From an optimization exercise on the open Yosys and OpenROAD flow, aimed at a short achievable clock period and few clock cycles per item; shortcuts taken in it are not production practice. Function was checked by simulation only, so behaviour that the tests miss may differ from the original. Power figures rest on the tool's default switching activity, not on a simulated workload.

$ cat flow/run.sh
#!/bin/bash
# synth_recipe.tcl (not shown) runs the flow's synth.tcl, then flattens the netlist and writes it again
# the make line also repeats each setting of config.mk as NAME=value (left out here)
make -C /OpenROAD-flow-scripts/flow DESIGN_CONFIG=/design/flow/config.mk WORK_HOME=/design/flow/orfs CLKGATE_MAP_FILE= SYNTH_SCRIPT=/design/flow/synth_recipe.tcl finish
$ cat flow/config.mk
export PLATFORM = sky130hd
export DESIGN_NAME = sensor_reading_band_statistics
export DESIGN_NICKNAME = sensor_reading_band_statistics
export VERILOG_FILES = /design/flow/design.v
export SDC_FILE = /design/flow/constraint.sdc
export NUM_CORES = 4
export LEC_CHECK = 0
export CAP_MARGIN = 20
export CORE_MARGIN = 2
export CORE_UTILIZATION = 50
export SETUP_SLACK_MARGIN = 4.0
export SLEW_MARGIN = 20
export TNS_END_PERCENT = 100
$ cat flow/constraint.sdc
create_clock -name core_clock -period 6.0 [get_ports {i_clk}]
set_input_delay 1.2000 -clock core_clock [delete_from_list [all_inputs] [get_ports {i_clk}]]
set_output_delay 1.2000 -clock core_clock [all_outputs]
set_load 0.01 [all_outputs]
$ cat flow/design.v
`default_nettype none
package srbs_pkg;
    localparam int unsigned LIMIT_W = 15;
    localparam int unsigned CNT_W   = 11;
    localparam int unsigned POS_W   = 10;
    localparam int unsigned SUM_W   = 25;
    localparam int unsigned DIV_STEPS = SUM_W;
    localparam int unsigned STEP_W    = 5;
    localparam logic [1:0] REG_NORMAL   = 2'd0;
    localparam logic [1:0] REG_WARNING  = 2'd1;
    localparam logic [1:0] REG_CRITICAL = 2'd2;
    localparam logic [1:0] REG_ALARM    = 2'd3;
    localparam logic [LIMIT_W-1:0] NORMAL_RESET   = 15'd464;
    localparam logic [LIMIT_W-1:0] WARNING_RESET  = 15'd704;
    localparam logic [LIMIT_W-1:0] CRITICAL_RESET = 15'd944;
    localparam logic [LIMIT_W-1:0] ALARM_RESET    = 15'd720;
    typedef struct packed {
        logic [LIMIT_W-1:0] normal_limit;
        logic [LIMIT_W-1:0] warning_limit;
        logic [LIMIT_W-1:0] critical_limit;
        logic [LIMIT_W-1:0] alarm_threshold;
    } t_cfg;
    typedef struct packed {
        logic accept;
        logic div_init;
        logic div_step;
        logic load;
    } t_dp_cmd;
    typedef struct packed {
        logic out_free;
    } t_dp_sts;
endpackage
`default_nettype wire
`default_nettype none
module srbs_regs (
    input  wire logic        i_clk,
    input  wire logic        i_rst_n,
    input  wire logic        psel,
    input  wire logic        penable,
    input  wire logic        pwrite,
    input  wire logic [3:0]  paddr,
    input  wire logic [31:0] pwdata,
    output logic      [31:0] prdata,
    output logic             pready,
    output srbs_pkg::t_cfg   o_cfg
);
    srbs_pkg::t_cfg               r_cfg;
    logic [1:0]                   reg_idx;
    logic                         wr_en;
    logic [srbs_pkg::LIMIT_W-1:0] rd_val;
    logic [srbs_pkg::LIMIT_W-1:0] r_rd;
    assign reg_idx = paddr[3:2];
    assign wr_en   = psel && penable && pwrite;
    assign pready  = 1'b1;
    always_ff @(posedge i_clk) begin
        if (!i_rst_n) begin
            r_cfg.normal_limit    <= srbs_pkg::NORMAL_RESET;
            r_cfg.warning_limit   <= srbs_pkg::WARNING_RESET;
            r_cfg.critical_limit  <= srbs_pkg::CRITICAL_RESET;
            r_cfg.alarm_threshold <= srbs_pkg::ALARM_RESET;
        end else if (wr_en) begin
            case (reg_idx)
                srbs_pkg::REG_NORMAL:   r_cfg.normal_limit    <= pwdata[srbs_pkg::LIMIT_W-1:0];
                srbs_pkg::REG_WARNING:  r_cfg.warning_limit   <= pwdata[srbs_pkg::LIMIT_W-1:0];
                srbs_pkg::REG_CRITICAL: r_cfg.critical_limit  <= pwdata[srbs_pkg::LIMIT_W-1:0];
                default:                r_cfg.alarm_threshold <= pwdata[srbs_pkg::LIMIT_W-1:0];
            endcase
        end
    end
    always_comb begin
        case (reg_idx)
            srbs_pkg::REG_NORMAL:   rd_val = r_cfg.normal_limit;
            srbs_pkg::REG_WARNING:  rd_val = r_cfg.warning_limit;
            srbs_pkg::REG_CRITICAL: rd_val = r_cfg.critical_limit;
            default:                rd_val = r_cfg.alarm_threshold;
        endcase
    end
    always_ff @(posedge i_clk) begin
        r_rd <= rd_val;
    end
    assign prdata = {{(32-srbs_pkg::LIMIT_W){1'b0}}, r_rd};
    assign o_cfg  = r_cfg;
endmodule
`default_nettype wire
`default_nettype none
module sensor_reading_band_statistics #(
    parameter int unsigned MAX_READINGS = 1024
) (
    input  wire logic               i_clk,
    input  wire logic               i_rst_n,
    input  wire logic               i_valid,
    output logic                    o_ready,
    input  wire logic signed [15:0] i_reading,
    input  wire logic               i_last,
    output logic                    o_valid,
    input  wire logic               i_ready,
    output logic [srbs_pkg::LIMIT_W-1:0] o_min_reading,
    output logic [srbs_pkg::LIMIT_W-1:0] o_max_reading,
    output logic [srbs_pkg::LIMIT_W-1:0] o_avg_reading,
    output logic [srbs_pkg::CNT_W-1:0]   o_valid_count,
    output logic [srbs_pkg::CNT_W-1:0]   o_skipped_count,
    output logic [srbs_pkg::CNT_W-1:0]   o_normal_count,
    output logic [srbs_pkg::CNT_W-1:0]   o_warning_count,
    output logic [srbs_pkg::CNT_W-1:0]   o_critical_count,
    output logic [srbs_pkg::CNT_W-1:0]   o_shutdown_count,
    output logic [srbs_pkg::POS_W-1:0]   o_first_alarm_index,
    output logic                    o_alarm_seen,
    output logic                    o_batch_empty,
    input  wire logic               psel,
    input  wire logic               penable,
    input  wire logic               pwrite,
    input  wire logic [3:0]         paddr,
    input  wire logic [31:0]        pwdata,
    output logic      [31:0]        prdata,
    output logic                    pready
);
    localparam int unsigned LW = srbs_pkg::LIMIT_W;   
    localparam int unsigned CW = srbs_pkg::CNT_W;     
    localparam int unsigned PW = srbs_pkg::POS_W;     
    localparam int unsigned SW = srbs_pkg::SUM_W;     
    localparam int unsigned QW = LW;        
    localparam int unsigned RW = CW - 1;    
    localparam int unsigned QD    = 6;
    localparam int unsigned QPW   = 3;
    srbs_pkg::t_cfg cfg;
    srbs_regs u_regs (
        .i_clk   (i_clk),
        .i_rst_n (i_rst_n),
        .psel    (psel),
        .penable (penable),
        .pwrite  (pwrite),
        .paddr   (paddr),
        .pwdata  (pwdata),
        .prdata  (prdata),
        .pready  (pready),
        .o_cfg   (cfg)
    );
    logic          r_ready;
    logic          r0_v, r0_last;
    logic [15:0]   r0_rd;
    always_ff @(posedge i_clk) begin
        if (!i_rst_n) begin
            r0_v <= 1'b0;
        end else begin
            r0_v <= i_valid && r_ready;
        end
        r0_last <= i_last;
        r0_rd   <= i_reading;
    end
    assign o_ready = r_ready;
    logic          r1_v, r1_last, r1_ok, r1_alarm;
    logic [LW-1:0] r1_val;
    logic [3:0]    r1_band;    
    logic [LW-1:0] c_val;
    logic          le_n, le_w, le_c;
    assign c_val = r0_rd[LW-1:0];
    assign le_n  = (c_val <= cfg.normal_limit);
    assign le_w  = (c_val <= cfg.warning_limit);
    assign le_c  = (c_val <= cfg.critical_limit);
    always_ff @(posedge i_clk) begin
        if (!i_rst_n) begin
            r1_v <= 1'b0;
        end else begin
            r1_v <= r0_v;
        end
        r1_last  <= r0_last;
        r1_ok    <= !r0_rd[15];
        r1_val   <= c_val;
        r1_alarm <= !r0_rd[15] && (c_val >= cfg.alarm_threshold);
        r1_band[0] <= !r0_rd[15] && le_n;
        r1_band[1] <= !r0_rd[15] && !le_n && le_w;
        r1_band[2] <= !r0_rd[15] && !le_n && !le_w && le_c;
        r1_band[3] <= !r0_rd[15] && !le_n && !le_w && !le_c;
    end
    logic          r_first;
    logic          a_hv;                  
    logic [LW-1:0] a_min, a_max;
    logic [SW-1:0] a_ss, a_sc;
    logic [CW-1:0] a_vc, a_sk;
    logic [CW-1:0] a_band [4];
    logic [PW-1:0] a_pos;                 
    logic          a_af;                  
    logic [PW-1:0] a_idx;                 
    logic          r2_end;                
    logic          b_hv, b_af, c_ok, c_bad;
    logic [CW-1:0] b_vc, b_sk;
    logic [CW-1:0] b_band [4];
    logic [PW-1:0] b_pos;
    logic [SW-1:0] b_ss, b_sc, b_add, b_maj;
    always_comb begin
        c_ok  = r1_v && r1_ok;
        c_bad = r1_v && !r1_ok;
        b_hv  = r_first ? 1'b0 : a_hv;
        b_af  = r_first ? 1'b0 : a_af;
        b_vc  = r_first ? '0 : a_vc;
        b_sk  = r_first ? '0 : a_sk;
        b_pos = r_first ? '0 : a_pos;
        b_ss  = r_first ? '0 : a_ss;
        b_sc  = r_first ? '0 : a_sc;
        for (int b = 0; b < 4; b++) begin
            b_band[b] = r_first ? '0 : a_band[b];
        end
        b_add = (c_ok && !b_vc[CW-1]) ? SW'(r1_val) : '0;
        b_maj = (b_ss & b_sc) | (b_ss & b_add) | (b_sc & b_add);
    end
    always_ff @(posedge i_clk) begin
        if (!i_rst_n) begin
            r_first <= 1'b1;
            r2_end  <= 1'b0;
        end else begin
            r2_end <= r1_v && r1_last;
            if (r1_v) begin
                r_first <= r1_last;
            end
        end
        a_hv  <= b_hv || c_ok;
        a_af  <= b_af || (r1_v && r1_alarm);
        a_ss  <= b_ss ^ b_sc ^ b_add;
        a_sc  <= {b_maj[SW-2:0], 1'b0};
        a_vc  <= b_vc + CW'(c_ok && !b_vc[CW-1]);
        a_sk  <= b_sk + CW'(c_bad && !b_sk[CW-1]);
        for (int b = 0; b < 4; b++) begin
            a_band[b] <= b_band[b] + CW'(r1_v && r1_band[b] && !b_band[b][CW-1]);
        end
        a_pos <= b_pos + PW'(r1_v && !(&b_pos));
        if (c_ok && (!b_hv || r1_val < a_min)) begin
            a_min <= r1_val;
        end
        if (c_ok && (!b_hv || r1_val > a_max)) begin
            a_max <= r1_val;
        end
        if (r1_v && r1_alarm && !b_af) begin
            a_idx <= b_pos;
        end
    end
    localparam int unsigned C0 = 9;         
    localparam int unsigned C1 = 8;         
    localparam int unsigned C2 = SW - C0 - C1;   
    logic [QPW-1:0]       q_wr;           
    logic                 z1_v;
    logic [QPW-1:0]       z1_slot;
    logic [C0:0]          z1_lo;
    logic [C1:0]          z1_m0, z1_m1;   
    logic [C2-1:0]        z1_t0, z1_t1;   
    logic [C1:0]          z_mid;
    logic [SW-1:0]        z_sum;
    always_ff @(posedge i_clk) begin
        if (!i_rst_n) begin
            z1_v <= 1'b0;
        end else begin
            z1_v <= r2_end;
        end
        z1_slot <= q_wr;
        z1_lo   <= {1'b0, a_ss[C0-1:0]} + {1'b0, a_sc[C0-1:0]};
        z1_m0   <= {1'b0, a_ss[C0+C1-1:C0]} + {1'b0, a_sc[C0+C1-1:C0]};
        z1_m1   <= {1'b0, a_ss[C0+C1-1:C0]} + {1'b0, a_sc[C0+C1-1:C0]} + 1'b1;
        z1_t0   <= a_ss[SW-1:C0+C1] + a_sc[SW-1:C0+C1];
        z1_t1   <= a_ss[SW-1:C0+C1] + a_sc[SW-1:C0+C1] + 1'b1;
    end
    assign z_mid = z1_lo[C0] ? z1_m1 : z1_m0;
    assign z_sum = {z_mid[C1] ? z1_t1 : z1_t0, z_mid[C1-1:0], z1_lo[C0-1:0]};
    localparam int unsigned TW = CW + 1;    
    localparam int unsigned TL = 6;
    logic [TL:0]          z1_n3lo;
    logic [TW-TL-1:0]     z1_n3h0, z1_n3h1;
    logic [TW-1:0]        z_n3;
    always_ff @(posedge i_clk) begin
        z1_n3lo <= {1'b0, a_vc[TL-1:0]} + {1'b0, a_vc[TL-2:0], 1'b0};
        z1_n3h0 <= (TW-TL)'(a_vc[CW-1:TL]) + (TW-TL)'(a_vc[CW-1:TL-1]);
        z1_n3h1 <= (TW-TL)'(a_vc[CW-1:TL]) + (TW-TL)'(a_vc[CW-1:TL-1]) + 1'b1;
    end
    assign z_n3 = {z1_n3lo[TL] ? z1_n3h1 : z1_n3h0, z1_n3lo[TL-1:0]};
    localparam int unsigned DS = 8;         
    localparam int unsigned XW = 2 * DS;    
    localparam int unsigned WW = RW + 2;    
    localparam int unsigned DL = 6;         
    localparam int unsigned DH = WW - DL;   
    logic [QPW-1:0] hd, hd1;              
    logic           r_out_v;
    logic           xfer;
    logic [LW-1:0] q_min [QD];
    logic [LW-1:0] q_max [QD];
    logic [CW-1:0] q_vc  [QD];
    logic [CW-1:0] q_sk  [QD];
    logic [CW-1:0] q_b0  [QD];
    logic [CW-1:0] q_b1  [QD];
    logic [CW-1:0] q_b2  [QD];
    logic [CW-1:0] q_b3  [QD];
    logic [PW-1:0] q_idx [QD];
    logic          q_al  [QD];
    logic          q_em  [QD];
    logic [TW-1:0] q_n3  [QD];
    logic [RW-1:0] q_r   [QD];
    logic [XW-1:0] q_sq  [QD];
    logic [4:0]    q_step [QD];           
    logic          q_rdy [QD];            
    for (genvar e = 0; e < QD; e++) begin : g_q
        logic          wr, wrz;
        logic [WW-1:0] w;
        logic [WW-1:0] m [1:3];           
        logic [DL:0]   lo_nx [1:3];       
        logic [DH:0]   h0_nx [1:3];       
        logic [DH:0]   h1_nx [1:3];
        logic [DL:0]   d_lo  [1:3];
        logic [DH:0]   d_h0  [1:3];
        logic [DH:0]   d_h1  [1:3];
        logic [DH:0]   d_hi  [1:3];
        logic [RW-1:0] d_r   [1:3];       
        logic [3:1]    ge;                
        logic [RW-1:0] r_nx;
        logic [1:0]    q_nx;
        logic          phase_a, phase_b;
        assign wr      = r2_end && (q_wr == QPW'(e));
        assign wrz     = z1_v && (z1_slot == QPW'(e));
        assign w       = {q_r[e], q_sq[e][XW-1:XW-2]};
        assign m[1]    = WW'(q_vc[e]);
        assign m[2]    = WW'({q_vc[e], 1'b0});
        assign m[3]    = q_n3[e];
        assign phase_a = (q_step[e] != '0) && !q_step[e][0];
        assign phase_b = q_step[e][0];
        for (genvar k = 1; k <= 3; k++) begin : g_k
            assign lo_nx[k] = {1'b0, w[DL-1:0]} - {1'b0, m[k][DL-1:0]};
            assign h0_nx[k] = {1'b0, w[WW-1:DL]} - {1'b0, m[k][WW-1:DL]};
            assign h1_nx[k] = {1'b0, w[WW-1:DL]} - {1'b0, m[k][WW-1:DL]} - 1'b1;
            assign d_hi[k]  = d_lo[k][DL] ? d_h1[k] : d_h0[k];
            assign ge[k]    = !d_hi[k][DH];
            assign d_r[k]   = {d_hi[k][RW-DL-1:0], d_lo[k][DL-1:0]};
            always_ff @(posedge i_clk) begin
                if (phase_a) begin
                    d_lo[k] <= lo_nx[k];
                    d_h0[k] <= h0_nx[k];
                    d_h1[k] <= h1_nx[k];
                end
            end
        end
        always_comb begin
            if (ge[3]) begin
                r_nx = d_r[3];
                q_nx = 2'd3;
            end else if (ge[2]) begin
                r_nx = d_r[2];
                q_nx = 2'd2;
            end else if (ge[1]) begin
                r_nx = d_r[1];
                q_nx = 2'd1;
            end else begin
                r_nx = w[RW-1:0];
                q_nx = 2'd0;
            end
        end
        always_ff @(posedge i_clk) begin
            if (wr) begin
                q_min[e] <= a_hv ? a_min : '0;
                q_max[e] <= a_hv ? a_max : '0;
                q_vc[e]  <= a_vc;
                q_sk[e]  <= a_sk;
                q_b0[e]  <= a_band[0];
                q_b1[e]  <= a_band[1];
                q_b2[e]  <= a_band[2];
                q_b3[e]  <= a_band[3];
                q_idx[e] <= a_af ? a_idx : '0;
                q_al[e]  <= a_af;
                q_em[e]  <= !a_hv;
            end
            if (wrz) begin
                q_n3[e]  <= z_n3;
                q_r[e]   <= RW'(z_sum[SW-1:XW]);
                q_sq[e]  <= z_sum[XW-1:0];
            end else if (phase_b) begin
                q_r[e]   <= r_nx;
                q_sq[e]  <= {q_sq[e][XW-3:0], q_nx};
            end
        end
        always_ff @(posedge i_clk) begin
            if (!i_rst_n) begin
                q_step[e] <= '0;
                q_rdy[e]  <= 1'b0;
            end else begin
                if (wrz) begin
                    q_step[e] <= 5'(2 * DS);
                end else if (q_step[e] != '0) begin
                    q_step[e] <= q_step[e] - 1'b1;
                end
                if (q_step[e] == 5'd1) begin
                    q_rdy[e] <= 1'b1;
                end else if (xfer && hd == QPW'(e)) begin
                    q_rdy[e] <= 1'b0;
                end
            end
        end
    end
    logic [2:0]     r_owed;               
    logic [2:0]     owed_nx;
    assign xfer = r_out_v && i_ready;
    always_comb begin
        owed_nx = r_owed;
        if (i_valid && r_ready && i_last) owed_nx = owed_nx + 1'b1;
        if (xfer)                         owed_nx = owed_nx - 1'b1;
    end
    always_ff @(posedge i_clk) begin
        if (!i_rst_n) begin
            q_wr    <= '0;
            hd      <= '0;
            hd1     <= QPW'(1);
            r_out_v <= 1'b0;
            r_owed  <= '0;
            r_ready <= 1'b1;
        end else begin
            if (r2_end) q_wr <= (q_wr == QPW'(QD - 1)) ? '0 : q_wr + 1'b1;
            if (xfer) begin
                hd  <= hd1;
                hd1 <= (hd1 == QPW'(QD - 1)) ? '0 : hd1 + 1'b1;
            end
            r_out_v <= xfer ? q_rdy[hd1] : q_rdy[hd];
            r_owed  <= owed_nx;
            r_ready <= (owed_nx < 3'(QD));
        end
    end
    localparam int unsigned OW = 3 * LW + 6 * CW + PW + 2;
    logic [OW-1:0] e_hd, e_hd1, e_nx;
    function automatic logic [OW-1:0] entry(input logic [QPW-1:0] k);
        entry = {q_min[k], q_max[k], q_em[k] ? LW'(0) : q_sq[k][LW-1:0], q_vc[k], q_sk[k],
                 q_b0[k], q_b1[k], q_b2[k], q_b3[k], q_idx[k], q_al[k], q_em[k]};
    endfunction
    assign e_hd  = entry(hd);
    assign e_hd1 = entry(hd1);
    assign e_nx  = xfer ? e_hd1 : e_hd;
    always_ff @(posedge i_clk) begin
        {o_min_reading, o_max_reading, o_avg_reading, o_valid_count, o_skipped_count,
         o_normal_count, o_warning_count, o_critical_count, o_shutdown_count,
         o_first_alarm_index, o_alarm_seen, o_batch_empty} <= e_nx;
    end
    assign o_valid = r_out_v;
endmodule
`default_nettype wire
==> reports/qor.txt, run 1 <==
Core Region: 160000 um^2
Primary FF master, synth: edfxtp_1
CTS tree: yes
Final nets: 8122
RSZ-0062 raised after global routing: true
Minimum clock period: 2.59 ns
H-tree depth: 4
Top-area cell type share of the netlist area: 45.4%
Setup Crit Path Kind: reg2out
Critical Path RT: 4.80 ns
Port bufs: 180
DR vias: 62747
Area contributors post-synth: edfxtp_1, dfxtp_1, ha_1
Initial core utilization: 50.2%
CTS Buf Count: 181
Tot GR Track Use: 34.2%
DRC Markers: 0
Post-synth EDFFs: 1216
Post-DP HPWL: 152000 um
CP max stage delay: 0.43 ns
Row count: 147
Period utilization: 43.1%
Yosys reg bits: 1707
CP arrival: 1.39 ns
Final setup viols: 0
Layout cells sized above 1: 27.1%
Clock transition at path regs: 0.06 ns
Avg Inst Size Synth: 11.6 um^2
Global-route wire length before repair: 407000 um
Detail-routed via count per cell: 6.32
I/O pin total: 218
Post-route setup TNS: 0 ns
Area grow syn2layout: 28.9%
P_leak: 39.1 nW
Startpoint types: register
Post-placement cell area: 84500 um^2
Post-synthesis cell count: 6957
CTS sink cnt: 1707
Clock root buffer: clkbuf_16
Fin cells: 9934
Synth area leader: edfxtp_1
ANT nets after route: 0
GRT Residual Overflow: 0
Drt wl/cell: 30.0 um
Hold WS: 0.346 ns
Initial antenna violation count: 11
Setup crit end kind: output pin
Vias in the first global route: 59979
Later-pin clock latency in the skew report: 0.85 ns
CP max stage cell: dfxtp_4
Rel. slew slack: 25.3%
FFs w/ async S/R, synth: 0%
Number of max-cap violations: 0
Status: timing/DRC/antenna clean
Routed WL: 298000 um
Synth Warn #: 74
Buffers from clock root to sink, at most: 3
Cell area after synthesis: 80400 um^2
First-pass DRT Iterations: 7
Placed cell count: 9008
Worst Clk Skew: 0.0426 ns
Yosys cell types: 83
Pin count of the biggest net entering global routing: 110
GP Congestion: 0.887
Peak supply drop: 0.392 mV
CP max FO: 1
Drt initial violations: 8141
Worst-path cell chain: buf_6
CTS Hold Bufs: 0
Hold crit path type: reg2reg
Hold Fails Final Rpt: 0
Width of the chip: 405 um
Die height: 405 um
Cell area after layout: 104000 um^2
Seq/Total Area, Yosys: 57.6%
Pins Over Slew Limit: 0
Die Area: 164000 um^2
Worst path top cell family by delay: flip-flops
Worst-Margin Slew: 1.12 ns
Buf/Inv on CP: 1
Pwr/cell area: 432 nW/um^2
Fmax: 0.387 GHz
[final timing paths]
kind,start,end,slack [ns],cells past startpoint
worst min register to register,a_ss[0]$_DFF_P_,z1_lo[0]$_DFF_P_,0.35,0
worst max register to register,q_vc[2][7]$_DFFE_PP_,g_q[2].d_h1[2][6]$_DFFE_PP_,3.61,8
worst min-delay path,a_ss[0]$_DFF_P_,z1_lo[0]$_DFF_P_,0.35,0
worst max-delay path,o_max_reading[0]$_DFF_P_,o_max_reading[0],3.41,1
[routing by layer]
layer | track usage (%) | vias to the layer above | wire [um]
met5 | 0 | - | 34
met4 | 23.5 | 6 | 24600
met3 | 7.30 | 1092 | 34000
met2 | 52.4 | 4045 | 130000
met1 | 43.4 | 30606 | 109000
li1 | - | 26998 | -
[kinds of logic after synthesis]
| group | Yosys count | synth area share, % |
|---|---|---|
| AOI/OAI and AO/OA | 1938 | 16.2 |
| xor gates and xnor gates | 262 | 2.86 |
| adders and majority gates | 448 | 7.48 |
| buffers and inverters | 868 | 4.32 |
| DFF | 1707 | 57.6 |
| muxes | 202 | 2.81 |
| other | 2 | 0.00934 |
| and+or+nand+nor | 1530 | 8.66 |
[layout make-up]
class	instances	area (um^2)
Antenna cell	3	7.51
Timing Repair Buffer	846	10800
Tap cell	2160	2700
Inverter	463	1850
Sequential cell	1707	46800
Clock inverter	64	731
Clock buffer	276	5290
Multi-Input combinational cell	4411	35500
Fill cell	11857	56500
Timing Repair inverter	4	32.5
[where the power goes]
group          switching (mW)  total [mW]  internal [mW]
Clock                    4.87        11.4           6.50
Combinational            8.68        15.9           7.21
Sequential               1.65        17.6           15.9
Total                    15.2        44.8           29.6
[synth_stat cells (25+ instances only)]
| library cell | number |
|---|---|
| xnor2_1 | 172 |
| a21boi_0 | 62 |
| inv_1 | 459 |
| o21ai_1 | 25 |
| and3_1 | 31 |
| a22oi_1 | 185 |
| fa_1 | 55 |
| o2bb2ai_1 | 62 |
| nor2_1 | 301 |
| a211oi_1 | 50 |
| xor2_1 | 89 |
| nor2b_1 | 169 |
| nor3_1 | 42 |
| nand2b_1 | 47 |
| edfxtp_1 | 1216 |
| a21o_1 | 78 |
| o21a_1 | 116 |
| o22ai_1 | 101 |
| buf_1 | 29 |
| and2_1 | 47 |
| nand2_1 | 715 |
| buf_4 | 29 |
| mux2i_1 | 161 |
| dfxtp_1 | 491 |
| a22o_1 | 28 |
| clkbuf_1 | 268 |
| nand3_1 | 84 |
| buf_2 | 77 |
| o211ai_1 | 140 |
| o22a_1 | 33 |
| ha_1 | 393 |
| a21oi_1 | 344 |
| a221oi_1 | 192 |
| o21ai_0 | 412 |
[cell usage in the layout (no fill, tap or decap), drive strengths merged, types with 48 or more instances in the layout]
| cell | Yosys | routed |
|---|---|---|
| a211oi | 52 | 52 |
| a21boi | 63 | 63 |
| a21o | 78 | 78 |
| a21oi | 346 | 346 |
| a221oi | 192 | 192 |
| a22oi | 185 | 185 |
| and2 | 47 | 55 |
| buf | 137 | 753 |
| clkbuf | 268 | 305 |
| dfxtp | 491 | 491 |
| edfxtp | 1216 | 1216 |
| fa | 55 | 55 |
| ha | 393 | 393 |
| inv | 463 | 466 |
| mux2i | 168 | 168 |
| nand2 | 715 | 716 |
| nand2b | 47 | 48 |
| nand3 | 85 | 85 |
| nor2 | 306 | 306 |
| nor2b | 169 | 170 |
| o211ai | 140 | 140 |
| o21a | 116 | 116 |
| o21ai | 439 | 439 |
| o22ai | 101 | 101 |
| o2bb2ai | 62 | 62 |
| xnor2 | 173 | 173 |
| xor2 | 89 | 89 |
[through the flow]
| step | setup WS [ns] | util, % | total power [mW] |
|---|---|---|---|
| after floorplan | 2.30 | - | 24.9 |
| after global placement | 1.57 | 52.7 | 28.6 |
| after detailed placement | 1.54 | 52.7 | 28.9 |
| after CTS | 3.39 | 61.6 | 42.7 |
| after global routing | 3.37 | 64.7 | 46.7 |
| final | 3.41 | 64.7 | 44.8 |
[what timing repair did]
| action | in CTS | in global routing |
|---|---|---|
| cloned | 65 | 38 |
| gates resized for setup | 1647 | 723 |
| pin swaps | 190 | 407 |
| setup buffers | 330 | 150 |
| endpoints found under the setup margin | 1744 | 1070 |
[flip-flops by register name (all words and copies together), names as in the netlist, 72 cells and up]
| signal | count |
|---|---|
| g_q.d_h0 | 90 |
| g_q.d_h1 | 90 |
| g_q.d_lo | 126 |
| q_max | 90 |
| q_min | 90 |
| q_n3 | 72 |
| q_sq | 96 |
Testbench counts, summed over its fixed seeds: cycles 12,619, batches 384.
==> run 2: changes to the inputs <==
--- a/flow/design.v
+++ b/flow/design.v
@@ -138,15 +138,9 @@
     logic          r_ready;
     logic          r0_v, r0_last;
     logic [15:0]   r0_rd;
-    always_ff @(posedge i_clk) begin
-        if (!i_rst_n) begin
-            r0_v <= 1'b0;
-        end else begin
-            r0_v <= i_valid && r_ready;
-        end
-        r0_last <= i_last;
-        r0_rd   <= i_reading;
-    end
+    assign r0_v    = i_valid && r_ready;
+    assign r0_last = i_last;
+    assign r0_rd   = i_reading;
     assign o_ready = r_ready;
     logic          r1_v, r1_last, r1_ok, r1_alarm;
     logic [LW-1:0] r1_val;
--- a/flow/config.mk
+++ b/flow/config.mk
@@ -7,7 +7,9 @@
 export LEC_CHECK = 0
 export CAP_MARGIN = 20
 export CORE_MARGIN = 2
-export CORE_UTILIZATION = 50
-export SETUP_SLACK_MARGIN = 4.0
+export CORE_UTILIZATION = 60
+export CTS_CLUSTER_DIAMETER = 70
+export CTS_CLUSTER_SIZE = 34
+export SETUP_SLACK_MARGIN = 3.7
 export SLEW_MARGIN = 20
 export TNS_END_PERCENT = 100
==> run 2 against run 1 <==
Net effect:
- still clean
- synthesized cell count is 0.62% lower
- sequential cell count is 18 lower
- via count down 7.3%
- sequential share of layout area grew 5.6 points
- first-iteration DRC count shrank 16%
- global-route usage up 1.1 points
- combinational power is 21% lower
- clock-buffer cell count decreased by 159
- critical path type unchanged
- critical endpoint is now o_avg_reading[5]
- largest power group unchanged
==> reports/qor.txt, run 2 <==
Status: timing/DRC/antenna clean (unchanged)
P_leak: 34.6 nW (was 39.1 nW)
Drt initial violations: 6852 (was 8141)
Worst path top cell family by delay: flip-flops (unchanged)
Reg2reg end: o_valid_count[4]$_DFF_P_ (was g_q[2].d_h1[2][6]$_DFFE_PP_)
Port bufs: 180 (unchanged)
Minimum clock period: 2.50 ns (was 2.59 ns)
Initial antenna violation count: 12 (was 11)
HP Start: a_ss[0]$_DFF_P_ (unchanged)
Worst Clk Skew: 0.0461 ns (was 0.0426 ns)
CTS sink cnt: 1689 (was 1707)
Post-DP HPWL: 148000 um (was 152000 um)
Flop-to-flop setup slack: 3.59 ns (was 3.61 ns)
Setup Crit Path Kind: reg2out (unchanged)
DRC Markers: 0 (unchanged)
Most frequent cells after synthesis: edfxtp_1, nand2_1, dfxtp_1, inv_1, ha_1 (was edfxtp_1, nand2_1, dfxtp_1, inv_1, o21ai_0)
Later-pin clock latency in the skew report: 0.77 ns (was 0.85 ns)
Cell area after synthesis: 80500 um^2 (was 80400 um^2)
Vias in the first global route: 55939 (was 59979)
Hold Fails Final Rpt: 0 (unchanged)
CP max FO: 1 (unchanged)
Avg Inst Size Synth: 11.6 um^2 (about the same)
Post-synthesis cell count: 6914 (was 6957)
Seq/Total Area, Yosys: 57.1% (was 57.6%)
CP max stage delay: 0.43 ns (about the same)
Global-route wire length before repair: 358000 um (was 407000 um)
Routed WL: 248000 um (was 298000 um)
Top flop regs: g_q.d_lo x126, q_sq x96 (unchanged)
CTS Buf Count: 104 (was 181)
Setup WS post-layout: 3.50 ns (was 3.41 ns)
RSZ-0062 raised after global routing: true (unchanged)
Post-route setup TNS: 0 ns (unchanged)
Yosys cell types: 83 (unchanged)
Pre-CTS WS: 2.06 ns (was 1.54 ns)
Pin count of the biggest net entering global routing: 109 (was 110)
Buffers from clock root to sink, at most: 3 (unchanged)
Cell area after layout: 91300 um^2 (was 104000 um^2)
Post-synth EDFFs: 1216 (unchanged)
Fill cells: 9733 (was 11857)
Largest reg by FF count: g_q.d_lo (unchanged)
Clock transition at path regs: 0.10 ns (was 0.06 ns)
Tot GR Track Use: 35.2% (was 34.2%)
Width of the chip: 370 um (was 405 um)
DR vias: 58188 (was 62747)
First-pass DRT Iterations: 7 (unchanged)
Final core occ: 68.5% (was 64.7%)
Hold EP: z1_lo[0]$_DFF_P_ (unchanged)
Most numerous cell in the Yosys netlist: edfxtp_1 (unchanged)
Yosys reg bits: 1689 (was 1707)
Critical Path RT: 4.80 ns (about the same)
Initial core utilization: 60.4% (was 50.2%)
Setup crit end kind: output pin (unchanged)
R2r startpoint: hd1[0]$_SDFFE_PN1P_ (was q_vc[2][7]$_DFFE_PP_)
Primary FF master, synth: edfxtp_1 (unchanged)
Core Region: 133000 um^2 (was 160000 um^2)
Commonest cells after routing, fill and taps aside: edfxtp_1, nand2_1, inv_1 (unchanged)
I/O pin total: 218 (unchanged)
Hold crit path type: reg2reg (unchanged)
CP arrival: 1.30 ns (was 1.39 ns)
Worst R2R Path Depth: 8 (unchanged)
ANT nets after route: 0 (unchanged)
Rel. slew slack: 22.9% (was 25.3%)
Commonest non-fill, non-tap cell in the layout: edfxtp_1 (unchanged)
H-tree depth: 3 (was 4)
Fmax: 0.399 GHz (was 0.387 GHz)
Area contributors post-synth: edfxtp_1, dfxtp_1, ha_1 (unchanged)
GRT Residual Overflow: 0 (unchanged)
Period utilization: 41.7% (was 43.1%)
Top-area cell type share of the netlist area: 45.4% (about the same)
Post-placement cell area: 83900 um^2 (was 84500 um^2)
Clock root buffer: clkbuf_16 (unchanged)
Final setup viols: 0 (unchanged)
Die height: 370 um (was 405 um)
Detail-routed via count per cell: 6.51 (was 6.32)
Startpoint types: register (unchanged)
Number of max-cap violations: 0 (unchanged)
Final nets: 7585 (was 8122)
Worst-Margin Slew: 1.12 ns (about the same)
Layout cells sized above 1: 15.2% (was 27.1%)
Largest register FFs: 126 (unchanged)
Row count: 134 (was 147)
Drt wl/cell: 27.7 um (was 30.0 um)
Worst-path cell chain: buf_6 (unchanged)
FFs w/ async S/R, synth: 0% (unchanged)
CTS tree: yes (unchanged)
GP Congestion: 0.921 (was 0.887)
Die Area: 137000 um^2 (was 164000 um^2)
Synth Warn #: 74 (unchanged)
Peak supply drop: 0.309 mV (was 0.392 mV)
Area grow syn2layout: 13.4% (was 28.9%)
Buf/Inv on CP: 1 (unchanged)
CP max stage cell: dfxtp_4 (unchanged)
Pins Over Slew Limit: 0 (unchanged)
Hold path depth: 0 (unchanged)
Synth area leader: edfxtp_1 (unchanged)
Pwr/cell area: 418 nW/um^2 (was 432 nW/um^2)
[run 2: changes by cell type after synthesis, moves of 18 or more]
cell,previous run,this run
a21oi_1,344,391
o21ai_1,25,65
nand2_1,715,645
o21ai_0,412,371
o22a_1,33,61
buf_2,77,113
o2bb2ai_1,62,2
clkbuf_1,268,227
o22ai_1,101,78
o221ai_1,2,23
a221oi_1,192,104
dfxtp_1,491,473
a221oi_2,0,48
nor2b_1,169,195
[run 2: cells by family (layout without fill, tap and decap cells)]
kind of cell,after synthesis,count (layout),synth area share [%]
compound gates,1925,1929,16.4
buf+inv,861,1085,4.41
other cells,2,25,0.00933
simple gates,1519,1529,8.75
mux,213,213,3.01
xor+xnor,257,257,2.80
fa+ha+maj,448,448,7.48
flops,1689,1689,57.1
[run 2: worst max-delay path by stage]
| stage | from | end | slack [ns] | cells past startpoint |
|---|---|---|---|---|
| 5_1_grt | q_r[2][4]$_DFFE_PP_ | g_q[2].d_h1[3][6]$_DFFE_PP_ | 3.48 | 9 |
| 2_1_floorplan | r2_end$_SDFF_PN0_ | q_al[2]$_DFFE_PP_ | 2.30 | 3 |
| 4_1_cts | o_avg_reading[3]$_DFF_P_ | o_avg_reading[3] | 3.48 | 1 |
| 3_5_place_dp | i_ready | o_shutdown_count[10]$_DFF_P_ | 2.06 | 7 |
| 3_3_place_gp | i_ready | o_shutdown_count[10]$_DFF_P_ | 2.08 | 7 |
| 6_report | o_avg_reading[5]$_DFF_P_ | o_avg_reading[5] | 3.50 | 1 |
[run 2: power breakdown]
| part | leakage [nW] | internal [mW] | switching (mW) |
|---|---|---|---|
| Clock | 1.83 | 3.73 | 4.60 |
| Combinational | 17.4 | 5.28 | 7.34 |
| Sequential | 15.3 | 15.7 | 1.50 |
[run 2: layer usage]
layer  routed length [um]  vias to the layer above  GRT usage [%]
li1                     -                    25749              -
met1                93600                    28407           45.7
met2               113000                     3290           55.8
met3                25800                      736           6.26
met4                15400                        6           20.6
met5                   81                        -              0
[run 2: stage by stage]
stage          hold slack, ns  power, mW  std cells
6_report                0.367       38.2       8943
5_1_grt                 0.374       40.0       8941
4_1_cts                 0.366       37.5       8866
3_5_place_dp            0.348       28.6       8570
3_3_place_gp            0.338       28.3       8570
2_1_floorplan           0.324       24.8       6930
[run 2: layout make-up]
class	instances	area [um^2]	share of cell area (%)
flip-flops and latches	1689	46300	50.7
multi-input cells	4394	32300	35.4
repair buffers	432	4820	5.28
clock buffers	117	2760	3.02
well taps	1768	2210	2.42
inverters	456	1750	1.92
clock inverters	80	1080	1.18
diodes	7	17.5	0.0192
[run 2: repair_timing]
item / in CTS / in global routing
cloned: 17 / 10
hold buffers: 0 / 0
resized for setup: 1015 / 226
pin swaps: 21 / 52
setup endpoints to repair: 1119 / 592
setup buffers: 82 / 59
Testbench counts of run 2, summed over its fixed seeds: cycles 12,611, batches 384.
==> run 3: changes to the inputs <==
--- a/flow/config.mk
+++ b/flow/config.mk
@@ -8,8 +8,8 @@
 export CAP_MARGIN = 20
 export CORE_MARGIN = 2
 export CORE_UTILIZATION = 60
-export CTS_CLUSTER_DIAMETER = 70
-export CTS_CLUSTER_SIZE = 34
+export CTS_CLUSTER_DIAMETER = 100
+export CTS_CLUSTER_SIZE = 28
 export SETUP_SLACK_MARGIN = 3.7
 export SLEW_MARGIN = 20
 export TNS_END_PERCENT = 100
==> run 3 against run 2 <==
Net effect:
- still clean on timing, DRC and antenna
- clock power decreased by 27%
- sequential share of layout area increased by 0.72 points
- area after synthesis unchanged
- first-iteration DRC count decreased by 2.4%
- clock skew decreased by 0.010 ns
- via count decreased by 0.14%
- critical path depth unchanged
- combinational power about the same
- hold slack improved by 0.0010 ns
- clock-buffer cell count increased by 4
- maximum frequency increased by 0.43%
- cell count decreased by 0.57%
==> reports/qor.txt, run 3 <==
Status: timing/DRC/antenna clean (unchanged)
Reg2reg end: o_avg_reading[1]$_DFF_P_ (was o_valid_count[4]$_DFF_P_)
Buf/Inv on CP: 1 (unchanged)
Minimum clock period: 2.49 ns (was 2.50 ns)
Commonest non-fill, non-tap cell in the layout: edfxtp_1 (unchanged)
Yosys cell types: 83 (unchanged)
Pin count of the biggest net entering global routing: 109 (unchanged)
Hold path depth: 0 (unchanged)
Power Total: 36.1 mW (was 38.2 mW)
Setup WS post-layout: 3.51 ns (was 3.50 ns)
CP max stage delay: 0.44 ns (was 0.43 ns)
Number of max-cap violations: 0 (unchanged)
Most numerous cell in the Yosys netlist: edfxtp_1 (unchanged)
Port bufs: 180 (unchanged)
HP Start: a_ss[0]$_DFF_P_ (unchanged)
Final core occ: 67.5% (was 68.5%)
Drt initial violations: 6686 (was 6852)
Core Region: 133000 um^2 (unchanged)
Buffers from clock root to sink, at most: 3 (unchanged)
Hold Fails Final Rpt: 0 (unchanged)
CP max FO: 1 (unchanged)
Area contributors post-synth: edfxtp_1, dfxtp_1, ha_1 (unchanged)
Pwr/cell area: 401 nW/um^2 (was 418 nW/um^2)
Fmax: 0.401 GHz (was 0.399 GHz)
Row count: 134 (unchanged)
GRT Residual Overflow: 0 (unchanged)
CTS Buf Count: 71 (was 104)
ANT nets after route: 0 (unchanged)
Commonest cells after routing, fill and taps aside: edfxtp_1, nand2_1, inv_1 (unchanged)
RSZ-0062 raised after global routing: true (unchanged)
Period utilization: 41.6% (was 41.7%)
Setup crit end kind: output pin (unchanged)
Width of the chip: 370 um (unchanged)
Initial antenna violation count: 6 (was 12)
Critical Path RT: 4.80 ns (about the same)
DR vias: 58105 (was 58188)
Post-synthesis cell count: 6914 (unchanged)
Final setup viols: 0 (unchanged)
Die height: 370 um (unchanged)
Global-route wire length before repair: 357000 um (was 358000 um)
Later-pin clock latency in the skew report: 0.73 ns (was 0.77 ns)
Primary FF master, synth: edfxtp_1 (unchanged)
Hold WS: 0.368 ns (was 0.367 ns)
I/O pin total: 218 (unchanged)
Post-synth EDFFs: 1216 (unchanged)
Vias in the first global route: 55535 (was 55939)
Die Area: 137000 um^2 (unchanged)
DRC Markers: 0 (unchanged)
Pins Over Slew Limit: 0 (unchanged)
First-pass DRT Iterations: 10 (was 7)
Flop-to-flop setup slack: 3.64 ns (was 3.59 ns)
Worst-Margin Slew: 1.08 ns (was 1.12 ns)
FFs w/ async S/R, synth: 0% (unchanged)
Initial core utilization: 60.4% (unchanged)
Largest reg by FF count: g_q.d_lo (unchanged)
Avg Inst Size Synth: 11.6 um^2 (unchanged)
Synth area leader: edfxtp_1 (unchanged)
H-tree depth: 3 (unchanged)
Final nets: 7572 (was 7585)
Worst-path cell chain: buf_6 (unchanged)
Pre-CTS WS: 2.06 ns (unchanged)
Peak supply drop: 0.282 mV (was 0.309 mV)
Setup Crit Path Kind: reg2out (unchanged)
Post-route setup TNS: 0 ns (unchanged)
Top flop regs: g_q.d_lo x126, q_sq x96 (unchanged)
Post-DP HPWL: 148000 um (unchanged)
Clock root buffer: clkbuf_16 (unchanged)
Layout cells sized above 1: 14.6% (was 15.2%)
R2r startpoint: hd[1]$_SDFFE_PN0P_ (was hd1[0]$_SDFFE_PN1P_)
Rel. slew slack: 26.3% (was 22.9%)
Drt wl/cell: 27.8 um (was 27.7 um)
Routed WL: 248000 um (about the same)
CTS sink cnt: 1689 (unchanged)
Cell area after synthesis: 80500 um^2 (unchanged)
Worst path top cell family by delay: flip-flops (unchanged)
Detail-routed via count per cell: 6.53 (was 6.51)
Tot GR Track Use: 35.1% (was 35.2%)
CTS tree: yes (unchanged)
GP Congestion: 0.921 (unchanged)
CP max stage cell: dfxtp_4 (unchanged)
Area grow syn2layout: 11.8% (was 13.4%)
CP arrival: 1.29 ns (was 1.30 ns)
Yosys reg bits: 1689 (unchanged)
Largest register FFs: 126 (unchanged)
Fill cells: 9884 (was 9733)
Startpoint types: register (unchanged)
Synth Warn #: 74 (unchanged)
Worst R2R Path Depth: 9 (was 8)
Most frequent cells after synthesis: edfxtp_1, nand2_1, dfxtp_1, inv_1, ha_1 (unchanged)
Seq/Total Area, Yosys: 57.1% (unchanged)
P_leak: 33.9 nW (was 34.6 nW)
Worst Clk Skew: 0.0358 ns (was 0.0461 ns)
Hold crit path type: reg2reg (unchanged)
Top-area cell type share of the netlist area: 45.4% (unchanged)
Clock transition at path regs: 0.12 ns (was 0.10 ns)
Hold EP: z1_lo[0]$_DFF_P_ (unchanged)
==> run 3: changes by cell type in the layout (fill, tap and decap cells not counted), sizes merged, moves of 2 or more <==
cell / before / now
inv: 493 / 454
buf: 378 / 402
clkbuf: 130 / 136
dlygate4sd2: 9 / 5
clkinvlp: 13 / 4
clkdlybuf4s50: 21 / 19
clkinv: 28 / 5
diode: 7 / 4
==> run 3: cell type report <==
| class | instances | area (um^2) | area share, % |
|---|---|---|---|
| repair buffers | 451 | 4970 | 5.52 |
| inverters | 456 | 1750 | 1.94 |
| clock inverters | 8 | 114 | 0.127 |
| well taps | 1768 | 2210 | 2.46 |
| flip-flops and latches | 1689 | 46300 | 51.4 |
| multi-input cells | 4395 | 32600 | 36.2 |
| clock buffers | 121 | 2050 | 2.28 |
| diodes | 4 | 10.0 | 0.0111 |
==> run 3: cells by family (layout without fill, tap and decap cells) <==
group,Yosys count,in the layout,share of synthesized area [%]
XOR/XNOR,257,257,2.80
flip-flops,1689,1689,57.1
other,2,22,0.00933
AND/OR/NAND/NOR,1519,1530,8.75
buffers and inverters,861,1036,4.41
AO/OA/AOI/OAI,1925,1929,16.4
multiplexers,213,213,3.01
adder cells (fa/ha/maj),448,448,7.48
==> run 3: metal layers <==
metal  track usage (%)  vias up  routed length [um]
met1              45.9    28534               93600
met3              6.08      706               25700
met5                 0        -                   0
li1                  -    25622                   -
met2              55.8     3243              112000
met4              19.6        0               16200
==> run 3: worst max-delay path by stage <==
stage,startpoint,to,slack [ns],cells after the start
after floorplan,r2_end$_SDFF_PN0_,q_al[2]$_DFFE_PP_,2.30,3
after global placement,i_ready,o_shutdown_count[10]$_DFF_P_,2.08,7
after detailed placement,i_ready,o_shutdown_count[10]$_DFF_P_,2.06,7
after CTS,o_avg_reading[7]$_DFF_P_,o_avg_reading[7],3.51,1
after global routing,o_avg_reading[5]$_DFF_P_,o_avg_reading[5],3.50,1
final,o_avg_reading[5]$_DFF_P_,o_avg_reading[5],3.51,1
==> run 3: power breakdown <==
group / internal, mW / leakage [nW] / switching, mW
logic: 5.40 / 17.6 / 7.42
registers: 15.7 / 15.3 / 1.50
clock network: 2.44 / 1.03 / 3.64
==> run 3: timing repair <==
action	CTS	global route
cloned	18	9
buffers inserted	90	71
pin swaps	25	72
hold buffers	0	0
setup endpoints to repair	1112	533
resized for setup	1018	297
==> run 3: metrics by stage <==
| step | cell area [um^2] | std cells |
|---|---|---|
| after floorplan | 80600 | 6930 |
| after global placement | 83900 | 8570 |
| after detailed placement | 83900 | 8570 |
| after CTS | 88100 | 8807 |
| after global routing | 90000 | 8890 |
| final | 90000 | 8892 |
==> run 4: changes to the inputs <==
--- a/flow/config.mk
+++ b/flow/config.mk
@@ -7,7 +7,7 @@
 export LEC_CHECK = 0
 export CAP_MARGIN = 20
 export CORE_MARGIN = 2
-export CORE_UTILIZATION = 60
+export CORE_UTILIZATION = 70
 export CTS_CLUSTER_DIAMETER = 100
 export CTS_CLUSTER_SIZE = 28
 export SETUP_SLACK_MARGIN = 3.7
==> run 4 against run 3 <==
Net effect:
- still clean on timing, DRC and antenna
- global-route usage grew 4.9 points
- critical path depth stayed put
- sequential power about the same
- sequential share of layout area grew 0.26 points
- first-iteration DRC count is 27% higher
- register-to-register slack got worse by 0.02 ns
- clock-buffer cell count fell by 1
- area after synthesis is the same
- maximum frequency shrank 0.19%
- non-clock buffer count is 3 higher
- critical path type unchanged
==> reports/qor.txt, run 4 <==
Status: timing/DRC/antenna clean (unchanged)
Later-pin clock latency in the skew report: 0.73 ns (about the same)
Worst Clk Skew: 0.0306 ns (was 0.0358 ns)
Vias in the first global route: 57160 (was 55535)
RSZ-0062 raised after global routing: true (unchanged)
FFs w/ async S/R, synth: 0% (unchanged)
Routed WL: 243000 um (was 248000 um)
GP Congestion: 0.954 (was 0.921)
CP max FO: 1 (unchanged)
Peak supply drop: 0.303 mV (was 0.282 mV)
CTS Buf Count: 70 (was 71)
Cell area after synthesis: 80500 um^2 (unchanged)
Setup WS post-layout: 3.50 ns (was 3.51 ns)
R2r startpoint: q_vc[2][6]$_DFFE_PP_ (was hd[1]$_SDFFE_PN0P_)
Primary FF master, synth: edfxtp_1 (unchanged)
Yosys reg bits: 1689 (unchanged)
Number of max-cap violations: 0 (unchanged)
CP max stage cell: dfxtp_4 (unchanged)
Critical Path RT: 4.80 ns (about the same)
Fin cells: 8635 (was 8892)
Most numerous cell in the Yosys netlist: edfxtp_1 (unchanged)
Area occupied by multi-input gates: 32500 um^2 (was 32600 um^2)
H-tree depth: 3 (unchanged)
Top flop regs: g_q.d_lo x126, q_sq x96 (unchanged)
Worst path top cell family by delay: flip-flops (unchanged)
CP arrival: 1.30 ns (was 1.29 ns)
Clock transition at path regs: 0.12 ns (about the same)
Startpoint types: register (unchanged)
Die height: 343 um (was 370 um)
Synth area leader: edfxtp_1 (unchanged)
Rel. slew slack: 26.6% (was 26.3%)
DR vias: 59175 (was 58105)
Buf/Inv on CP: 1 (unchanged)
Port bufs: 180 (unchanged)
Largest reg by FF count: g_q.d_lo (unchanged)
Row count: 124 (was 134)
Pin count of the biggest net entering global routing: 110 (was 109)
I/O pin total: 218 (unchanged)
Reg2reg end: g_q[2].d_h1[2][6]$_DFFE_PP_ (was o_avg_reading[1]$_DFF_P_)
Worst-Margin Slew: 1.10 ns (was 1.08 ns)
GRT Residual Overflow: 0 (unchanged)
Commonest cells after routing, fill and taps aside: edfxtp_1, nand2_1, inv_1 (unchanged)
Cell area after layout: 89500 um^2 (was 90000 um^2)
Post-DP HPWL: 145000 um (was 148000 um)
Commonest non-fill, non-tap cell in the layout: edfxtp_1 (unchanged)
Fill cells: 7028 (was 9884)
Layout cells sized above 1: 14.4% (was 14.6%)
Buffers from clock root to sink, at most: 3 (unchanged)
Largest register FFs: 126 (unchanged)
Hold WS: 0.351 ns (was 0.368 ns)
CTS sink cnt: 1689 (unchanged)
Post-synthesis cell count: 6914 (unchanged)
Worst-path cell chain: buf_6 (unchanged)
Seq/Total Area, Yosys: 57.1% (unchanged)
Top-area cell type share of the netlist area: 45.4% (unchanged)
CTS Hold Bufs: 0 (unchanged)
Yosys cell types: 83 (unchanged)
Hold Fails Final Rpt: 0 (unchanged)
Post-synth EDFFs: 1216 (unchanged)
Minimum clock period: 2.50 ns (was 2.49 ns)
CTS tree: yes (unchanged)
Area contributors post-synth: edfxtp_1, dfxtp_1, ha_1 (unchanged)
P_leak: 33.9 nW (about the same)
Most frequent cells after synthesis: edfxtp_1, nand2_1, dfxtp_1, inv_1, ha_1 (unchanged)
Placed cell count: 8317 (was 8570)
Register area: 46300 um^2 (about the same)
First-pass DRT Iterations: 11 (was 10)
Crit path to: o_min_reading[10] (was o_avg_reading[5])
Period utilization: 41.7% (was 41.6%)
Core Region: 114000 um^2 (was 133000 um^2)
Crit path depth: 1 (unchanged)
Initial core utilization: 70.5% (was 60.4%)
CP max stage delay: 0.44 ns (about the same)
Detail-routed via count per cell: 6.85 (was 6.53)
Avg Inst Size Synth: 11.6 um^2 (unchanged)
Hold crit path type: reg2reg (unchanged)
Worst R2R Path Depth: 9 (unchanged)
Pre-CTS WS: 2.26 ns (was 2.06 ns)
Pins Over Slew Limit: 0 (unchanged)
Synth Warn #: 74 (unchanged)
Fmax: 0.400 GHz (was 0.401 GHz)
ANT nets after route: 0 (unchanged)
Die Area: 118000 um^2 (was 137000 um^2)
Flop-to-flop setup slack: 3.62 ns (was 3.64 ns)
Drt initial violations: 8495 (was 6686)
Tot GR Track Use: 40.0% (was 35.1%)
Pwr/cell area: 402 nW/um^2 (was 401 nW/um^2)
Final nets: 7570 (was 7572)
Area grow syn2layout: 11.2% (was 11.8%)
Clock root buffer: clkbuf_16 (unchanged)
DRC Markers: 0 (unchanged)
Global-route wire length before repair: 350000 um (was 357000 um)
Final setup viols: 0 (unchanged)
Post-placement cell area: 83600 um^2 (was 83900 um^2)
Drt wl/cell: 28.2 um (was 27.8 um)
Setup crit end kind: output pin (unchanged)
Width of the chip: 343 um (was 370 um)
Initial antenna violation count: 4 (was 6)
Setup Crit Path Kind: reg2out (unchanged)
Post-route setup TNS: 0 ns (unchanged)
CP startpoint: o_min_reading[10]$_DFF_P_ (was o_avg_reading[5]$_DFF_P_)
run 4: worst min path at each step:
stage | start | endpoint | slack [ns] | cells after the start
floorplan | a_ss[0]$_DFF_P_ | z1_lo[0]$_DFF_P_ | 0.32 | 0
CTS | a_ss[0]$_DFF_P_ | z1_lo[0]$_DFF_P_ | 0.35 | 0
global placement | a_ss[0]$_DFF_P_ | z1_lo[0]$_DFF_P_ | 0.33 | 0
finish | a_ss[0]$_DFF_P_ | z1_lo[0]$_DFF_P_ | 0.35 | 0
detailed placement | a_ss[0]$_DFF_P_ | z1_lo[0]$_DFF_P_ | 0.33 | 0
global route | a_ss[0]$_DFF_P_ | z1_lo[0]$_DFF_P_ | 0.36 | 0
run 4: stage by stage:
stage / util, % / power [mW]
3_5_place_dp: 73.2 / 28.6
5_1_grt: 78.4 / 37.7
3_3_place_gp: 73.2 / 28.1
4_1_cts: 76.8 / 34.9
6_report: 78.4 / 36.0
2_1_floorplan: - / 24.8
run 4: cells by family after synthesis:
group                    after synthesis  synth area share, %
AO/OA/AOI/OAI                       1925                 16.4
flip-flops                          1689                 57.1
AND/OR/NAND/NOR                     1519                 8.75
buffers and inverters                861                 4.41
adder cells (fa/ha/maj)              448                 7.48
XOR/XNOR                             257                 2.80
multiplexers                         213                 3.01
other                                  2              0.00933
run 4: power by group:
| part | switching, mW | internal, mW |
|---|---|---|
| combinational | 7.49 | 5.38 |
| clock | 3.62 | 2.28 |
| sequential | 1.52 | 15.7 |
| total | 12.6 | 23.4 |
run 4: timing repair:
item	in CTS	in global routing
setup buffers	87	71
pin swaps	30	91
cloned	15	12
setup endpoints to repair	977	604
gates resized for setup	1028	277
run 4: cell type report:
cell class | instances | area share (%)
flip-flops and latches | 1689 | 51.7
multi-input cells | 4391 | 36.3
repair buffers | 454 | 5.59
clock buffers | 120 | 2.17
well taps | 1512 | 2.11
inverters | 456 | 1.96
clock inverters | 10 | 0.136
diodes | 3 | 0.00838
run 4: routing by layer:
metal	share of wire (%)	global-route usage, %
met1	35	50.8
met2	45	62.8
met3	12	8.67
met4	7.8	25.7
met5	0.011	0
==> run 5: changes to the inputs <==
--- a/flow/config.mk
+++ b/flow/config.mk
@@ -7,9 +7,9 @@
 export LEC_CHECK = 0
 export CAP_MARGIN = 20
 export CORE_MARGIN = 2
-export CORE_UTILIZATION = 70
-export CTS_CLUSTER_DIAMETER = 100
-export CTS_CLUSTER_SIZE = 28
+export CORE_UTILIZATION = 60
+export CTS_CLUSTER_DIAMETER = 80
+export CTS_CLUSTER_SIZE = 24
 export SETUP_SLACK_MARGIN = 3.7
 export SLEW_MARGIN = 20
 export TNS_END_PERCENT = 100
==> run 5 against run 4 <==
Net effect:
- die area is 16% higher
- area after synthesis unchanged
- power up 3.4%
- utilization down 10 points
- final area is 1.4% higher
- setup slack worse by 0.014 ns
- sequential power about the same
- clock-buffer cell count is 12 higher
- synthesized cell count is the same
- wire length grew 2.7%
- non-clock buffer count fell by 2
- critical path type unchanged
- largest cell class unchanged
- highest routed layer unchanged
==> reports/qor.txt, run 5 <==
R2r startpoint: hd[1]$_SDFFE_PN0P_ (was q_vc[2][6]$_DFFE_PP_)
Primary FF master, synth: edfxtp_1 (unchanged)
Yosys reg bits: 1689 (unchanged)
Status: timing/DRC/antenna clean (unchanged)
CTS Hold Bufs: 0 (unchanged)
Drt initial violations: 6973 (was 8495)
Worst Clk Skew: 0.0383 ns (was 0.0306 ns)
Routed WL: 250000 um (was 243000 um)
Setup crit end kind: output pin (unchanged)
Post-synthesis cell count: 6914 (unchanged)
Largest register FFs: 126 (unchanged)
Compound-Gate Fraction of Synth Area: 16.4% (unchanged)
Combinational family with the most area after synthesis: compound AO/OA/AOI/OAI gates (unchanged)
H-tree depth: 3 (unchanged)
Fill cells: 9801 (was 7028)
Commonest cells after routing, fill and taps aside: edfxtp_1, nand2_1, inv_1 (unchanged)
Peak supply drop: 0.312 mV (was 0.303 mV)
Final nets: 7591 (was 7570)
Period utilization: 41.9% (was 41.7%)
CTS sink cnt: 1689 (unchanged)
Hold Fails Final Rpt: 0 (unchanged)
Detail-routed via count per cell: 6.53 (was 6.85)
Largest reg by FF count: g_q.d_lo (unchanged)
Later-pin clock latency in the skew report: 0.75 ns (was 0.73 ns)
Pin count of the biggest net entering global routing: 109 (was 110)
Vias in the first global route: 55853 (was 57160)
Buffers from clock root to sink, at most: 3 (unchanged)
Hold path depth: 0 (unchanged)
Die Area: 137000 um^2 (was 118000 um^2)
Fin cells: 8936 (was 8635)
Placed cell count: 8570 (was 8317)
Critical Path RT: 4.80 ns (about the same)
Final setup viols: 0 (unchanged)
Width of the chip: 370 um (was 343 um)
Post-Synth XOR/XNOR Area: 2.80% (unchanged)
DRC Markers: 0 (unchanged)
First-pass DRT Iterations: 8 (was 11)
Number of max-cap violations: 0 (unchanged)
Simple-Gate Fraction of Synth Area: 8.75% (unchanged)
Area contributors post-synth: edfxtp_1, dfxtp_1, ha_1 (unchanged)
Synth Area in Adders: 7.48% (unchanged)
Post-route setup TNS: 0 ns (unchanged)
GP Congestion: 0.921 (was 0.954)
Worst path top cell family by delay: flip-flops (unchanged)
Pins Over Slew Limit: 0 (unchanged)
Post-DP HPWL: 148000 um (was 145000 um)
Minimum clock period: 2.51 ns (was 2.50 ns)
Commonest non-fill, non-tap cell in the layout: edfxtp_1 (unchanged)
Setup Crit Path Kind: reg2out (unchanged)
Die height: 370 um (was 343 um)
I/O pin total: 218 (unchanged)
Yosys cell types: 83 (unchanged)
Area grow syn2layout: 12.8% (was 11.2%)
Tot GR Track Use: 35.3% (was 40.0%)
DR vias: 58322 (was 59175)
CTS Buf Count: 90 (was 70)
Mux share of post-synthesis cell area: 3.01% (unchanged)
Buf/Inv on CP: 1 (unchanged)
CP max stage delay: 0.44 ns (about the same)
Port bufs: 180 (unchanged)
Clock root buffer: clkbuf_16 (unchanged)
Fmax: 0.398 GHz (was 0.400 GHz)
CP max stage cell: dfxtp_4 (unchanged)
Row count: 134 (was 124)
Reg2reg end: o_avg_reading[4]$_DFF_P_ (was g_q[2].d_h1[2][6]$_DFFE_PP_)
Worst-path cell chain: buf_6 (unchanged)
Worst R2R Path Depth: 7 (was 9)
Worst-Margin Slew: 1.09 ns (was 1.10 ns)
Flop-to-flop setup slack: 3.65 ns (was 3.62 ns)
Pwr/cell area: 410 nW/um^2 (was 402 nW/um^2)
Top-area cell type share of the netlist area: 45.4% (unchanged)
Initial antenna violation count: 11 (was 4)
Cell area after synthesis: 80500 um^2 (unchanged)
CP arrival: 1.31 ns (was 1.30 ns)
Startpoint types: register (unchanged)
Drt wl/cell: 28.0 um (was 28.2 um)
Initial core utilization: 60.4% (was 70.5%)
HP Start: a_ss[0]$_DFF_P_ (unchanged)
Synth Warn #: 74 (unchanged)
CP max FO: 1 (unchanged)
GRT Residual Overflow: 0 (unchanged)
Core Region: 133000 um^2 (was 114000 um^2)
Layout cells sized above 1: 14.9% (was 14.4%)
Global-route wire length before repair: 358000 um (was 350000 um)
Rel. slew slack: 25.0% (was 26.6%)
Seq/Total Area, Yosys: 57.1% (unchanged)
Clock transition at path regs: 0.10 ns (was 0.12 ns)
RSZ-0062 raised after global routing: true (unchanged)
Avg Inst Size Synth: 11.6 um^2 (unchanged)
P_leak: 34.4 nW (was 33.9 nW)
Top flop regs: g_q.d_lo x126, q_sq x96 (unchanged)
Most numerous cell in the Yosys netlist: edfxtp_1 (unchanged)
Hold crit path type: reg2reg (unchanged)
CTS tree: yes (unchanged)
Synth area leader: edfxtp_1 (unchanged)
Most frequent cells after synthesis: edfxtp_1, nand2_1, dfxtp_1, inv_1, ha_1 (unchanged)
FFs w/ async S/R, synth: 0% (unchanged)
Post-synth EDFFs: 1216 (unchanged)
ANT nets after route: 0 (unchanged)
Hold EP: z1_lo[0]$_DFF_P_ (unchanged)
run 5: how the worst max path moves through the flow:
stage          depth (start not counted)                           end                startpoint
3_3_place_gp                           7  o_shutdown_count[10]$_DFF_P_                   i_ready
2_1_floorplan                          3             q_al[2]$_DFFE_PP_         r2_end$_SDFF_PN0_
4_1_cts                                1              o_avg_reading[7]  o_avg_reading[7]$_DFF_P_
3_5_place_dp                           7  o_shutdown_count[10]$_DFF_P_                   i_ready
5_1_grt                                1              o_avg_reading[7]  o_avg_reading[7]$_DFF_P_
6_report                               1              o_avg_reading[7]  o_avg_reading[7]$_DFF_P_
run 5: what timing repair did:
| action | 4_1_cts | 5_1_grt |
|---|---|---|
| cloned | 18 | 12 |
| pin swaps | 26 | 61 |
| gates resized for setup | 1020 | 261 |
| setup endpoints to repair | 1120 | 522 |
| setup buffers | 90 | 68 |
run 5: area by class of cell:
class	instances	area [um^2]	area share (%)
flip-flops and latches	1689	46300	51.0
multi-input cells	4394	32400	35.7
repair buffers	452	5110	5.63
clock buffers	132	2580	2.84
well taps	1768	2210	2.44
inverters	456	1750	1.93
clock inverters	37	410	0.452
diodes	8	20.0	0.0221
run 5: logic make-up (layout without fill, tap and decap cells):
group                      after synthesis  count (layout)
AOI/OAI and AO/OA                     1925            1929
xor gates and xnor gates               257             257
adders and majority gates              448             448
buffers and inverters                  861            1077
DFF                                   1689            1689
muxes                                  213             213
other                                    2              26
and+or+nand+nor                       1519            1529
run 5: layer usage:
layer | part of all wire (%) | track usage (%) | routed length, um
met5 | 0.057 | 0 | 143
met4 | 6.7 | 20.7 | 16800
met3 | 9.8 | 6.19 | 24600
met2 | 45 | 55.7 | 113000
met1 | 38 | 46.0 | 95000
run 5: per-stage QoR:
stage / setup WS [ns] / util, % / area, um^2 / power (mW) / hold WS, ns
floorplan: 2.30 / - / 80600 / 24.8 / 0.324
global placement: 2.08 / 62.9 / 83900 / 28.3 / 0.338
detailed placement: 2.06 / 62.9 / 83900 / 28.6 / 0.348
CTS: 3.47 / 66.7 / 89000 / 36.3 / 0.365
global route: 3.47 / 68.1 / 90800 / 39.0 / 0.373
finish: 3.49 / 68.1 / 90800 / 37.2 / 0.366
run 5: where the power goes:
part | internal [mW] | switching (mW) | total (mW)
sequential | 15.7 | 1.50 | 17.2
clock | 3.20 | 4.00 | 7.19
combinational | 5.38 | 7.44 | 12.8
total | 24.3 | 12.9 | 37.2
==> run 6: changes to the inputs <==
--- a/flow/design.v
+++ b/flow/design.v
@@ -120,7 +120,7 @@
     localparam int unsigned SW = srbs_pkg::SUM_W;     
     localparam int unsigned QW = LW;        
     localparam int unsigned RW = CW - 1;    
-    localparam int unsigned QD    = 6;
+    localparam int unsigned QD    = 5;
     localparam int unsigned QPW   = 3;
     srbs_pkg::t_cfg cfg;
     srbs_regs u_regs (
--- a/flow/config.mk
+++ b/flow/config.mk
@@ -8,8 +8,8 @@
 export CAP_MARGIN = 20
 export CORE_MARGIN = 2
 export CORE_UTILIZATION = 60
-export CTS_CLUSTER_DIAMETER = 80
-export CTS_CLUSTER_SIZE = 24
+export CTS_CLUSTER_DIAMETER = 100
+export CTS_CLUSTER_SIZE = 28
 export SETUP_SLACK_MARGIN = 3.7
 export SLEW_MARGIN = 20
 export TNS_END_PERCENT = 100
==> run 6 against run 5 <==
Net effect:
- clock-buffer cell count fell by 27
- first-iteration DRC count shrank 24%
- cell count decreased by 14%
- largest cell class unchanged
==> reports/qor.txt, run 6 <==
Width of the chip: 345 um (was 370 um)
Largest register FFs: 105 (was 126)
Met3 WL post-DR: 17800 um (was 24600 um)
Post-synth EDFFs: 1020 (was 1216)
CP arrival: 1.30 ns (was 1.31 ns)
H-tree depth: 2 (was 3)
Primary FF master, synth: edfxtp_1 (unchanged)
Post-route setup TNS: 0 ns (unchanged)
Top flop regs: g_q.d_lo x105, q_sq x80 (was g_q.d_lo x126, q_sq x96)
Area contributors post-synth: edfxtp_1, dfxtp_1, ha_1 (unchanged)
Reg2reg end: g_q[0].d_h1[2][6]$_DFFE_PP_ (was o_avg_reading[4]$_DFF_P_)
Routed WL: 203000 um (was 250000 um)
Worst Clk Skew: 0.0290 ns (was 0.0383 ns)
Drt initial violations: 5333 (was 6973)
Setup Crit Path Kind: reg2out (unchanged)
CTS sink cnt: 1486 (was 1689)
Hold crit path type: reg2reg (unchanged)
Detail-routed via count per cell: 6.35 (was 6.53)
CTS Buf Count: 60 (was 90)
Die Area: 119000 um^2 (was 137000 um^2)
Buf/Inv on CP: 1 (unchanged)
R2r startpoint: q_vc[0][6]$_DFFE_PP_ (was hd[1]$_SDFFE_PN0P_)
Post-DP HPWL: 123000 um (was 148000 um)
Later-pin clock latency in the skew report: 0.75 ns (about the same)
Worst R2R Path Depth: 8 (was 7)
First-pass DRT Iterations: 9 (was 8)
Yosys reg bits: 1486 (was 1689)
Buffers from clock root to sink, at most: 3 (unchanged)
Most numerous cell in the Yosys netlist: edfxtp_1 (unchanged)
Period utilization: 41.7% (was 41.9%)
Synth area leader: edfxtp_1 (unchanged)
Post-synthesis cell count: 5949 (was 6914)
CP max FO: 1 (unchanged)
Worst path top cell family by delay: flip-flops (unchanged)
Status: timing/DRC/antenna clean (unchanged)
Global-route wire length before repair: 297000 um (was 358000 um)
Final setup viols: 0 (unchanged)
Clock transition at path regs: 0.11 ns (was 0.10 ns)
Setup crit end kind: output pin (unchanged)
Rel. slew slack: 22.3% (was 25.0%)
Largest reg by FF count: g_q.d_lo (unchanged)
WL met1: 79900 um (was 95000 um)
Core Region: 116000 um^2 (was 133000 um^2)
Yosys cell types: 80 (was 83)
Initial core utilization: 60.3% (was 60.4%)
Fmax: 0.399 GHz (was 0.398 GHz)
Drt wl/cell: 26.4 um (was 28.0 um)
Tot GR Track Use: 33.0% (was 35.3%)
CTS Hold Bufs: 0 (unchanged)
-- run 6: cell count changes in the layout (fill, tap and decap cells not counted), sizes merged, moves of 70 or more --
cell / change
a21oi: -197
edfxtp: -196
a22oi: +153
a221oi: -132
nand3: +118
nor2: -96
o21a: -79
mux2i: -72
inv: -70
-- run 6: worst max-delay path by stage --
| stage | cells past startpoint | endpoint | slack (ns) | from |
|---|---|---|---|---|
| after CTS | 1 | o_max_reading[1] | 3.47 | o_max_reading[1]$_DFF_P_ |
| after detailed placement | 4 | o_avg_reading[2]$_DFF_P_ | 1.99 | i_ready |
| after global routing | 1 | o_max_reading[1] | 3.49 | o_max_reading[1]$_DFF_P_ |
| after global placement | 4 | o_avg_reading[2]$_DFF_P_ | 1.97 | i_ready |
| final | 1 | o_max_reading[1] | 3.50 | o_max_reading[1]$_DFF_P_ |
| after floorplan | 5 | r1_band[2]$_DFF_P_ | 3.60 | i_reading[12] |
-- run 6: area by class of cell --
cell class,count,area [um^2]
flip-flops and latches,1486,40200
fillers,8616,38000
multi-input cells,3769,28300
repair buffers,384,4030
well taps,1524,1910
clock buffers,105,1740
inverters,398,1500
clock inverters,8,134
diodes,11,27.5
-- run 6: logic make-up after synthesis --
kind of cell,synth area share [%]
other,0.0107
muxes,4.96
adders and majority gates,7.86
buffers and inverters,4.30
xor gates and xnor gates,2.84
AOI/OAI and AO/OA,13.5
and+or+nand+nor,9.37
DFF,57.1
-- run 6: power by group --
part	internal, mW	leakage, nW	switching (mW)	total (mW)
Clock	2.11	0.903	3.20	5.31
Sequential	13.5	13.8	1.16	14.7
Combinational	4.13	14.6	5.73	9.86
-- run 6: routing by layer --
| layer | global-route usage, % | up-vias |
|---|---|---|
| met5 | 0 | - |
| met4 | 16.0 | 4 |
| met2 | 53.5 | 2405 |
| met3 | 4.36 | 417 |
| met1 | 44.2 | 23952 |
| li1 | - | 22003 |
-- run 6: through the flow --
stage	worst slack (ns)	total power, mW	utilization [%]	instance area (um^2)
floorplan	3.60	20.9	-	70300
global placement	1.97	23.4	63.1	73200
detailed placement	1.99	23.7	63.2	73200
CTS	3.47	29.4	66.4	76900
global route	3.49	31.4	67.2	77900
finish	3.50	29.9	67.2	77900
-- run 6: repair_timing --
action                                  in CTS  in global routing
cloned                                      17                  4
buffers inserted                            76                 46
pin swaps                                   43                 59
endpoints found under the setup margin     902                488
gates resized for setup                   1044                180
Testbench counts of run 6, summed over its fixed seeds: cycles 12,618, batches 384.
